From an optimization exercise on the open Yosys and OpenROAD flow, aimed at small area and a short achievable clock period; shortcuts taken in it are not production practice.
In this exercise RTL edits were held to simulation tests only and were not proved equivalent to the original.
Power figures rest on the tool's default switching activity, not on a simulated workload.

==> garnet: inputs <==
==> flow/design.v <==
package mips_pkg;
  localparam int REG_ADDR_W = 5;
  localparam int REG_DATA_W = 32;
  typedef logic [REG_ADDR_W-1:0] reg_addr_t;
  typedef logic [REG_DATA_W-1:0] word_t;
  localparam reg_addr_t REG_ZERO = 5'd0;
  function automatic word_t word_mux2(input logic sel, input word_t a, input word_t b);
    word_mux2 = sel ? b : a;
  endfunction
endpackage
module reg_word
#(
  parameter int DATA_W = mips_pkg::REG_DATA_W
) (
  input  logic              clk,
  input  logic              en,
  input  logic [DATA_W-1:0] d,
  output logic [DATA_W-1:0] q
);
  logic [DATA_W-1:0] q_q;
  always_ff @(posedge clk) begin
    if (en) begin
      q_q <= d;
    end
  end
  assign q = q_q;
endmodule
module rf_read_decode (
  input  logic        reset_n,
  input  logic        we,
  input  logic [4:0]  waddr,
  input  logic [4:0]  raddr,
  input  logic [31:1] valid,
  input  logic [31:1] wen,
  output logic [31:0] sel
);
  always_comb begin
    sel[0] = reset_n && we && (waddr == raddr) && (raddr != 5'd0);
    for (int i = 1; i < 32; i++) begin
      sel[i] = valid[i] && !wen[i] && (raddr == 5'(i));
    end
  end
endmodule
module rf_read_bit (
  input  logic [31:0] sel,
  input  logic [31:0] d,
  output logic        q
);
  assign q = |(sel & d);
endmodule
module reg_file_32x32
#(
  parameter int DATA_W = mips_pkg::REG_DATA_W,
  parameter int ADDR_W = mips_pkg::REG_ADDR_W
) (
  input  logic              clk,
  input  logic              reset_n,
  input  logic              we,
  input  logic [ADDR_W-1:0] waddr,
  input  logic [DATA_W-1:0] wdata,
  input  logic [ADDR_W-1:0] raddr1,
  input  logic [ADDR_W-1:0] raddr2,
  output logic [DATA_W-1:0] rdata1,
  output logic [DATA_W-1:0] rdata2
);
  mips_pkg::word_t rf [32];
  logic [31:1] wen;
  always_comb begin
    wen = '0;
    for (int i = 1; i < 32; i++) begin
      wen[i] = we && (waddr == mips_pkg::reg_addr_t'(i));
    end
  end
  logic [31:1] valid_q;
  always_ff @(posedge clk or negedge reset_n) begin
    if (!reset_n) begin
      valid_q <= '0;
    end else begin
      valid_q <= valid_q | wen;
    end
  end
  assign rf[0] = wdata;
  for (genvar r = 1; r < 32; r++) begin : g_reg
    reg_word #(.DATA_W(DATA_W)) u_reg_word (
      .clk (clk),
      .en  (wen[r]),
      .d   (wdata),
      .q   (rf[r])
    );
  end
  mips_pkg::reg_addr_t ra [2];
  mips_pkg::word_t     rd [2];
  assign ra[0] = raddr1;
  assign ra[1] = raddr2;
  for (genvar p = 0; p < 2; p++) begin : g_port
    logic [31:0] sel;
    rf_read_decode u_dec (
      .reset_n (reset_n),
      .we      (we),
      .waddr   (waddr),
      .raddr   (ra[p]),
      .valid   (valid_q),
      .wen     (wen),
      .sel     (sel)
    );
    for (genvar b = 0; b < DATA_W; b++) begin : g_bit
      logic [31:0] col;
      for (genvar r = 0; r < 32; r++) begin : g_col
        assign col[r] = rf[r][b];
      end
      rf_read_bit u_bit (
        .sel (sel),
        .d   (col),
        .q   (rd[p][b])
      );
    end
  end
  assign rdata1 = rd[0];
  assign rdata2 = rd[1];
endmodule
==> flow/flow/run.sh <==
#!/bin/bash
# Layout flow: the standard flow, run unchanged for synthesis, then with
# the port buffers given an explicit cell (instead of the resizer's pick of a
# delay cell) and sizing free to change a cell's footprint.
set -euo pipefail
bash standard.sh synth > synth.log 2>&1
bash standard.sh MATCH_CELL_FOOTPRINT=0 \
  "BUFFER_PORTS_ARGS=-buffer_cell sky130_fd_sc_hd__buf_2" \
  finish > layout.log 2>&1
==> flow/standard.sh <==
#!/bin/bash
# synth_recipe.tcl (not shown) runs the flow's synth.tcl, then flattens the netlist and writes it again
# the make line also repeats each setting of config.mk as NAME=value (left out here)
make -C /OpenROAD-flow-scripts/flow DESIGN_CONFIG=/design/flow/config.mk WORK_HOME=/design/flow/orfs CLKGATE_MAP_FILE= SYNTH_SCRIPT=/design/flow/synth_recipe.tcl "${@:-finish}"
==> flow/config.mk <==
export PLATFORM = sky130hd
export DESIGN_NAME = reg_file_32x32
export DESIGN_NICKNAME = reg_file_32x32
export VERILOG_FILES = /design/flow/design.v
export SDC_FILE = /design/flow/constraint.sdc
export NUM_CORES = 4
export LEC_CHECK = 0
export CAP_MARGIN = 20
export CORE_MARGIN = 2
export CORE_UTILIZATION = 60
export SETUP_SLACK_MARGIN = 1.5
export SLEW_MARGIN = 20
export SYNTH_HIERARCHICAL = 1
==> flow/constraint.sdc <==
create_clock -name core_clock -period 5.5 [get_ports {clk}]
set_input_delay 1.1000 -clock core_clock [delete_from_list [all_inputs] [get_ports {clk}]]
set_output_delay 1.1000 -clock core_clock [all_outputs]
set_load 0.01 [all_outputs]
==> sierra: changes against garnet <==
--- a/flow/design.v
+++ b/flow/design.v
@@ -26,4 +26,58 @@
   assign q = q_q;
 endmodule
+module rf_or8 (
+  input  logic [7:0] sel,
+  input  logic [7:0] d,
+  output logic       y
+);
+  assign y = |(sel & d);
+endmodule
+module rf_nor2 (
+  input  logic a, b,
+  output logic y
+);
+  assign y = ~(a | b);
+endmodule
+module rf_nand2 (
+  input  logic a, b,
+  output logic y
+);
+  assign y = ~(a & b);
+endmodule
+module rf_and3 (
+  input  logic a, b, c,
+  output logic y
+);
+  assign y = a & b & c;
+endmodule
+module rf_nand3 (
+  input  logic a, b, c,
+  output logic y
+);
+  assign y = ~(a & b & c);
+endmodule
+module rf_write_decode (
+  input  logic        we,
+  input  logic [4:0]  waddr,
+  output logic [31:1] wen,
+  output logic [31:1] wen_n
+);
+  logic [3:0] lo;
+  logic [7:0] hi;
+  always_comb begin
+    for (int j = 0; j < 4; j++) lo[j] = (waddr[1:0] == 2'(j));
+    for (int j = 0; j < 8; j++) hi[j] = (waddr[4:2] == 3'(j));
+  end
+  for (genvar i = 1; i < 32; i++) begin : g_wen
+    rf_and3  u_wen   (.a(we), .b(lo[i % 4]), .c(hi[i / 4]), .y(wen[i]));
+    rf_nand3 u_wen_n (.a(we), .b(lo[i % 4]), .c(hi[i / 4]), .y(wen_n[i]));
+  end
+endmodule
+module rf_and4 (
+  input  logic a, b, c, d,
+  output logic y
+);
+  assign y = a & b & c & d;
+endmodule
 module rf_read_decode (
   input  logic        reset_n,
@@ -32,12 +86,22 @@
   input  logic [4:0]  raddr,
   input  logic [31:1] valid,
-  input  logic [31:1] wen,
+  input  logic [31:1] wen_n,
   output logic [31:0] sel
 );
+  logic [3:0] lo;
+  logic [7:0] hi;
   always_comb begin
-    sel[0] = reset_n && we && (waddr == raddr) && (raddr != 5'd0);
-    for (int i = 1; i < 32; i++) begin
-      sel[i] = valid[i] && !wen[i] && (raddr == 5'(i));
-    end
+    for (int j = 0; j < 4; j++) lo[j] = (raddr[1:0] == 2'(j));
+    for (int j = 0; j < 8; j++) hi[j] = (raddr[4:2] == 3'(j));
+  end
+  assign sel[0] = reset_n && we && (waddr == raddr) && (raddr != 5'd0);
+  for (genvar i = 1; i < 32; i++) begin : g_sel
+    rf_and4 u_sel (
+      .a (lo[i % 4]),
+      .b (hi[i / 4]),
+      .c (valid[i]),
+      .d (wen_n[i]),
+      .y (sel[i])
+    );
   end
 endmodule
@@ -47,5 +111,13 @@
   output logic        q
 );
-  assign q = |(sel & d);
+  logic [3:0]  u;
+  logic [1:0]  v;
+  for (genvar k = 0; k < 4; k++) begin : g_u
+    rf_or8 u_u (.sel(sel[8*k+7:8*k]), .d(d[8*k+7:8*k]), .y(u[k]));
+  end
+  for (genvar k = 0; k < 2; k++) begin : g_v
+    rf_nor2 u_v (.a(u[2*k]), .b(u[2*k+1]), .y(v[k]));
+  end
+  rf_nand2 u_q (.a(v[0]), .b(v[1]), .y(q));
 endmodule
 module reg_file_32x32
@@ -66,10 +138,11 @@
   mips_pkg::word_t rf [32];
   logic [31:1] wen;
-  always_comb begin
-    wen = '0;
-    for (int i = 1; i < 32; i++) begin
-      wen[i] = we && (waddr == mips_pkg::reg_addr_t'(i));
-    end
-  end
+  logic [31:1] wen_n;
+  rf_write_decode u_wdec (
+    .we    (we),
+    .waddr (waddr),
+    .wen   (wen),
+    .wen_n (wen_n)
+  );
   logic [31:1] valid_q;
   always_ff @(posedge clk or negedge reset_n) begin
@@ -94,24 +167,26 @@
   assign ra[1] = raddr2;
   for (genvar p = 0; p < 2; p++) begin : g_port
-    logic [31:0] sel;
-    rf_read_decode u_dec (
-      .reset_n (reset_n),
-      .we      (we),
-      .waddr   (waddr),
-      .raddr   (ra[p]),
-      .valid   (valid_q),
-      .wen     (wen),
-      .sel     (sel)
-    );
-    for (genvar b = 0; b < DATA_W; b++) begin : g_bit
-      logic [31:0] col;
-      for (genvar r = 0; r < 32; r++) begin : g_col
-        assign col[r] = rf[r][b];
+    for (genvar h = 0; h < 2; h++) begin : g_half
+      logic [31:0] sel;
+      rf_read_decode u_dec (
+        .reset_n (reset_n),
+        .we      (we),
+        .waddr   (waddr),
+        .raddr   (ra[p]),
+        .valid   (valid_q),
+        .wen_n   (wen_n),
+        .sel     (sel)
+      );
+      for (genvar b = 16*h; b < 16*h + 16; b++) begin : g_bit
+        logic [31:0] col;
+        for (genvar r = 0; r < 32; r++) begin : g_col
+          assign col[r] = rf[r][b];
+        end
+        rf_read_bit u_bit (
+          .sel (sel),
+          .d   (col),
+          .q   (rd[p][b])
+        );
       end
-      rf_read_bit u_bit (
-        .sel (sel),
-        .d   (col),
-        .q   (rd[p][b])
-      );
     end
   end
Settings changed: CORE_UTILIZATION 60 to 50, CTS_BUF_LIST set to sky130_fd_sc_hd__clkbuf_16, CTS_CLUSTER_DIAMETER set to 80, CTS_CLUSTER_SIZE set to 24, SETUP_SLACK_MARGIN 1.5 to 0.75.
==> cedar: changes against garnet <==
--- a/flow/design.v
+++ b/flow/design.v
@@ -26,4 +26,58 @@
   assign q = q_q;
 endmodule
+module rf_or8 (
+  input  logic [7:0] sel,
+  input  logic [7:0] d,
+  output logic       y
+);
+  assign y = |(sel & d);
+endmodule
+module rf_nor2 (
+  input  logic a, b,
+  output logic y
+);
+  assign y = ~(a | b);
+endmodule
+module rf_nand2 (
+  input  logic a, b,
+  output logic y
+);
+  assign y = ~(a & b);
+endmodule
+module rf_and3 (
+  input  logic a, b, c,
+  output logic y
+);
+  assign y = a & b & c;
+endmodule
+module rf_nand3 (
+  input  logic a, b, c,
+  output logic y
+);
+  assign y = ~(a & b & c);
+endmodule
+module rf_write_decode (
+  input  logic        we,
+  input  logic [4:0]  waddr,
+  output logic [31:1] wen,
+  output logic [31:1] wen_n
+);
+  logic [3:0] lo;
+  logic [7:0] hi;
+  always_comb begin
+    for (int j = 0; j < 4; j++) lo[j] = (waddr[1:0] == 2'(j));
+    for (int j = 0; j < 8; j++) hi[j] = (waddr[4:2] == 3'(j));
+  end
+  for (genvar i = 1; i < 32; i++) begin : g_wen
+    rf_and3  u_wen   (.a(we), .b(lo[i % 4]), .c(hi[i / 4]), .y(wen[i]));
+    rf_nand3 u_wen_n (.a(we), .b(lo[i % 4]), .c(hi[i / 4]), .y(wen_n[i]));
+  end
+endmodule
+module rf_and4 (
+  input  logic a, b, c, d,
+  output logic y
+);
+  assign y = a & b & c & d;
+endmodule
 module rf_read_decode (
   input  logic        reset_n,
@@ -32,12 +86,22 @@
   input  logic [4:0]  raddr,
   input  logic [31:1] valid,
-  input  logic [31:1] wen,
+  input  logic [31:1] wen_n,
   output logic [31:0] sel
 );
+  logic [3:0] lo;
+  logic [7:0] hi;
   always_comb begin
-    sel[0] = reset_n && we && (waddr == raddr) && (raddr != 5'd0);
-    for (int i = 1; i < 32; i++) begin
-      sel[i] = valid[i] && !wen[i] && (raddr == 5'(i));
-    end
+    for (int j = 0; j < 4; j++) lo[j] = (raddr[1:0] == 2'(j));
+    for (int j = 0; j < 8; j++) hi[j] = (raddr[4:2] == 3'(j));
+  end
+  assign sel[0] = reset_n && we && (waddr == raddr) && (raddr != 5'd0);
+  for (genvar i = 1; i < 32; i++) begin : g_sel
+    rf_and4 u_sel (
+      .a (lo[i % 4]),
+      .b (hi[i / 4]),
+      .c (valid[i]),
+      .d (wen_n[i]),
+      .y (sel[i])
+    );
   end
 endmodule
@@ -47,5 +111,13 @@
   output logic        q
 );
-  assign q = |(sel & d);
+  logic [3:0]  u;
+  logic [1:0]  v;
+  for (genvar k = 0; k < 4; k++) begin : g_u
+    rf_or8 u_u (.sel(sel[8*k+7:8*k]), .d(d[8*k+7:8*k]), .y(u[k]));
+  end
+  for (genvar k = 0; k < 2; k++) begin : g_v
+    rf_nor2 u_v (.a(u[2*k]), .b(u[2*k+1]), .y(v[k]));
+  end
+  rf_nand2 u_q (.a(v[0]), .b(v[1]), .y(q));
 endmodule
 module reg_file_32x32
@@ -66,10 +138,11 @@
   mips_pkg::word_t rf [32];
   logic [31:1] wen;
-  always_comb begin
-    wen = '0;
-    for (int i = 1; i < 32; i++) begin
-      wen[i] = we && (waddr == mips_pkg::reg_addr_t'(i));
-    end
-  end
+  logic [31:1] wen_n;
+  rf_write_decode u_wdec (
+    .we    (we),
+    .waddr (waddr),
+    .wen   (wen),
+    .wen_n (wen_n)
+  );
   logic [31:1] valid_q;
   always_ff @(posedge clk or negedge reset_n) begin
@@ -94,24 +167,26 @@
   assign ra[1] = raddr2;
   for (genvar p = 0; p < 2; p++) begin : g_port
-    logic [31:0] sel;
-    rf_read_decode u_dec (
-      .reset_n (reset_n),
-      .we      (we),
-      .waddr   (waddr),
-      .raddr   (ra[p]),
-      .valid   (valid_q),
-      .wen     (wen),
-      .sel     (sel)
-    );
-    for (genvar b = 0; b < DATA_W; b++) begin : g_bit
-      logic [31:0] col;
-      for (genvar r = 0; r < 32; r++) begin : g_col
-        assign col[r] = rf[r][b];
+    for (genvar h = 0; h < 2; h++) begin : g_half
+      logic [31:0] sel;
+      rf_read_decode u_dec (
+        .reset_n (reset_n),
+        .we      (we),
+        .waddr   (waddr),
+        .raddr   (ra[p]),
+        .valid   (valid_q),
+        .wen_n   (wen_n),
+        .sel     (sel)
+      );
+      for (genvar b = 16*h; b < 16*h + 16; b++) begin : g_bit
+        logic [31:0] col;
+        for (genvar r = 0; r < 32; r++) begin : g_col
+          assign col[r] = rf[r][b];
+        end
+        rf_read_bit u_bit (
+          .sel (sel),
+          .d   (col),
+          .q   (rd[p][b])
+        );
       end
-      rf_read_bit u_bit (
-        .sel (sel),
-        .d   (col),
-        .q   (rd[p][b])
-      );
     end
   end
Settings changed: CORE_UTILIZATION 60 to 50, CTS_BUF_LIST set to sky130_fd_sc_hd__clkbuf_16, CTS_CLUSTER_DIAMETER set to 80, CTS_CLUSTER_SIZE set to 24, SETUP_SLACK_MARGIN 1.5 to 1.2.
==> ember: changes against garnet <==
==> flow/run.sh (new file) <==
#!/bin/bash
# synth_recipe.tcl (not shown) runs the flow's synth.tcl, then flattens the netlist and writes it again
# the make line also repeats each setting of config.mk as NAME=value (left out here)
make -C /OpenROAD-flow-scripts/flow DESIGN_CONFIG=/design/flow/config.mk WORK_HOME=/design/flow/orfs CLKGATE_MAP_FILE= SYNTH_SCRIPT=/design/flow/synth_recipe.tcl finish
Settings changed: CORE_UTILIZATION 60 to 40, SETUP_SLACK_MARGIN 1.5 to unset.
removed: flow/flow/run.sh
removed: flow/standard.sh
==> notes <==
- cedar passed the timing, design-rule and antenna checks. sierra passed the timing, design-rule and antenna checks. ember finished but fails on negative setup slack. garnet finished with timing, DRC and antenna clean.
- Final cell count, highest first: ember, cedar, sierra, garnet.
- Sequential cell count is the same in sierra and ember.
- In critical path depth, cedar and ember do not differ.
- Design area, highest first: ember, garnet, cedar, sierra.
- Core utilization: ember < sierra < cedar < garnet.
- Against ember, the die area of garnet is smaller by 33%.
- First-iteration DRC count: cedar < sierra < ember < garnet.
- Sequential power is about the same in garnet and ember.
- In garnet the clock-buffer cell count is higher than in sierra, by 68.
- Sequential share of layout area, lowest first: ember, garnet, cedar, sierra.

==> separate check: timing with driven ports <==
The flow's constraints put no driver on any port. The routed layouts listed below were extracted and timed again, unchanged, in two steps.
Step 1 assumes that a clkbuf_16 drives the clock port and a buf_2 every other input.
Step 2 moves the port delays by t, midway between the first and last clock arrival at a register: inputs arrive t later, outputs are due t later. That takes back most of the time a late clock gives input paths.
a / b / c = no drivers / after step 1 / after step 2; a / b = the first two.
run | t (ns) | setup WS [ns] | hold slack, ns
garnet | 0.737 | 0.769 / 0.685 / 0.685 | 0.511 / 0.469 / 0.511
sierra | 0.706 | 0.700 / 0.663 / 0.663 | 0.541 / 0.529 / 0.541
cedar | 0.709 | 1.151 / 1.081 / 1.081 | 0.562 / 0.533 / 0.562
ember | 0.745 | -0.031 / -0.054 / -0.054 | 0.519 / 0.519 / 0.519
The setup slack of garnet, which loses most, moves by -0.084 ns with the drivers and by -0.084 ns with both steps.
